Context: an optimization exercise on an open-source flow, tuned for small area, a short achievable clock period and few clock cycles per item. The choices shown serve that exercise and are no tape-out recipe. In this exercise RTL edits were held to simulation tests only and were not proved equivalent to the original.

==> flow/design.v (excerpt) <==
module idct_top #(
	parameter int ROW_PITCH = 320
) (
	input logic Clock,
	input logic Resetn,
	input logic start,
	input logic [17:0] in_base,
	input logic [17:0] out_base,
	input logic [15:0] sram_read_data,
	output logic [17:0] sram_address,
	output logic [15:0] sram_write_data,
	output logic sram_we_n,
	output logic busy,
	output logic finish
);
localparam logic [17:0] PIX_PITCH = 18'(ROW_PITCH / 2);
localparam logic [6:0] LAST = 7'd110;
logic start_d;
logic [6:0] cnt;           
logic [17:0] out_base_r;
logic go;
assign go = !busy && start && !start_d;
always_ff @(posedge Clock or negedge Resetn) begin
	if (!Resetn) begin
		start_d <= 1'b0;
		busy <= 1'b0;
		finish <= 1'b0;
		cnt <= '0;
	end else begin
		start_d <= start;
		finish <= 1'b0;
		if (go) begin
			busy <= 1'b1;
			cnt <= 7'd1;
		end else if (busy) begin
			cnt <= cnt + 7'd1;
			if (cnt == LAST) begin
				busy <= 1'b0;
				finish <= 1'b1;
			end
		end
	end
end
logic [2:0] n_mcm1, n_cnt, dr_n, k_ring, k_mcm2;
logic [4:0] m_tap;
assign n_mcm1 = 3'(cnt - 7'd3);          
assign n_cnt = 3'(cnt - 7'd5);           
  ...
Size in the first run: ~10000 cells after synthesis, about 3400 flip-flops, ~92 I/O pins, ~130000 um2 of cells after synthesis.
==> flow/config.mk <==
export PLATFORM = sky130hd
export DESIGN_NAME = idct_top
export DESIGN_NICKNAME = idct_top
export VERILOG_FILES = /design/flow/design.v
export SDC_FILE = /design/flow/constraint.sdc
export NUM_CORES = 4
export LEC_CHECK = 0
export CAP_MARGIN = 20
export CORE_MARGIN = 2
export CORE_UTILIZATION = 55
export PLACE_DENSITY = 0.7
export SETUP_SLACK_MARGIN = 5
export SLEW_MARGIN = 20
export SYNTH_MEMORY_MAX_BITS = 8192
==> flow/constraint.sdc <==
create_clock -name core_clock -period 10.0 [get_ports {Clock}]
set_input_delay 2.0000 -clock core_clock [delete_from_list [all_inputs] [get_ports {Clock}]]
set_output_delay 2.0000 -clock core_clock [all_outputs]
set_load 0.01 [all_outputs]
standard.sh (not shown) runs the stock make flow with config.mk's settings and CLKGATE_MAP_FILE= SYNTH_SCRIPT=/design/flow/synth_recipe.tcl, a recipe that flattens the netlist after the stock synthesis.
==> flow/flow/run.sh <==
#!/bin/bash
# Standard layout, with timing repair aimed at a tighter period than the
# clock's (the constraints are unchanged).
set -euo pipefail
bash standard.sh SETUP_SLACK_MARGIN=6.0 finish > orfs_flow.log 2>&1
Testbench counts at the start, summed over its fixed seeds: cycles 7,112, blocks 64.
Change:
--- a/flow/flow/run.sh
+++ b/flow/flow/run.sh
@@ -5 +5 @@
-bash standard.sh SETUP_SLACK_MARGIN=6.0 finish > orfs_flow.log 2>&1
+bash standard.sh SETUP_SLACK_MARGIN=6.7 finish > orfs_flow.log 2>&1
--- a/flow/config.mk
+++ b/flow/config.mk
@@ -10,2 +10,2 @@
-export CORE_UTILIZATION = 55
-export PLACE_DENSITY = 0.7
+export CORE_UTILIZATION = 40
+export PLACE_DENSITY = 0.6
=> Die area grows by well over a third; final area grows by a little under a tenth; setup slack improves by 75 ps; routed wire length grows by roughly a tenth; final cell count grows by roughly a tenth; synthesized area is unchanged; via count grows by a few percent.
Change:
--- a/flow/flow/run.sh
+++ b/flow/flow/run.sh
@@ -5 +5 @@
-bash standard.sh SETUP_SLACK_MARGIN=6.7 finish > orfs_flow.log 2>&1
+bash standard.sh SETUP_SLACK_MARGIN=6.0 finish > orfs_flow.log 2>&1
Outcome: Clock skew hardly moves. Core utilization decreases by 3.4 points. Non-clock buffer count decreases by 523. Die area does not change.
Change:
==> flow/flow/run.sh (replaced) <==
#!/bin/bash
# Standard layout, with timing repair aimed at a tighter period than the
# clock's (the constraints are unchanged), and a clock tree of larger sink
# clusters driven by smaller buffers, without dummy loads.
set -euo pipefail
bash standard.sh SETUP_SLACK_MARGIN=6.0 \
  "CTS_ARGS=-sink_clustering_enable -repair_clock_nets -dont_use_dummy_load -sink_clustering_size 24 -buf_list sky130_fd_sc_hd__clkbuf_8" \
  finish > orfs_flow.log 2>&1
=> The changed run produced a clean layout. Non-clock buffer count is lower by 8. Clock-buffer cell count is higher by 83. Routed wire length barely changes.

## port drivers added, routing unchanged
No port has a modelled driver above. Below, the same layouts with a new extraction and two added sets of constraints. Step 1 assumes that a clkbuf_16 drives the clock port and a buf_2 every other input. Step 2 moves the port delays by t, midway between the first and last clock arrival at a register: inputs arrive t later, outputs are due t later. That takes back most of the time a late clock gives input paths. a / b / c = ideal / step 1 / step 2; a / b = the first two.
| run | shift t [ns] | setup slack, ns | worst setup path at the end | slew at the worst register clock pin (ns) |
|---|---|---|---|---|
| the first run | 1.024 | 6.083 / 5.991 / 5.667 | input to register | 0.07 / 0.07 |
| the second run | 0.998 | 6.158 / 6.158 / 5.968 | input to register | 0.07 / 0.07 |
| the third run | 0.981 | 6.083 / 6.031 / 5.880 | input to register | 0.07 / 0.07 |
| the fourth run | 1.159 | 6.102 / 6.069 / 5.861 | input to register | 0.07 / 0.07 |
After both steps setup and hold are still met in every run listed. The setup slack of the first run, which loses most, moves by -0.092 ns with the drivers and by -0.416 ns with both steps.
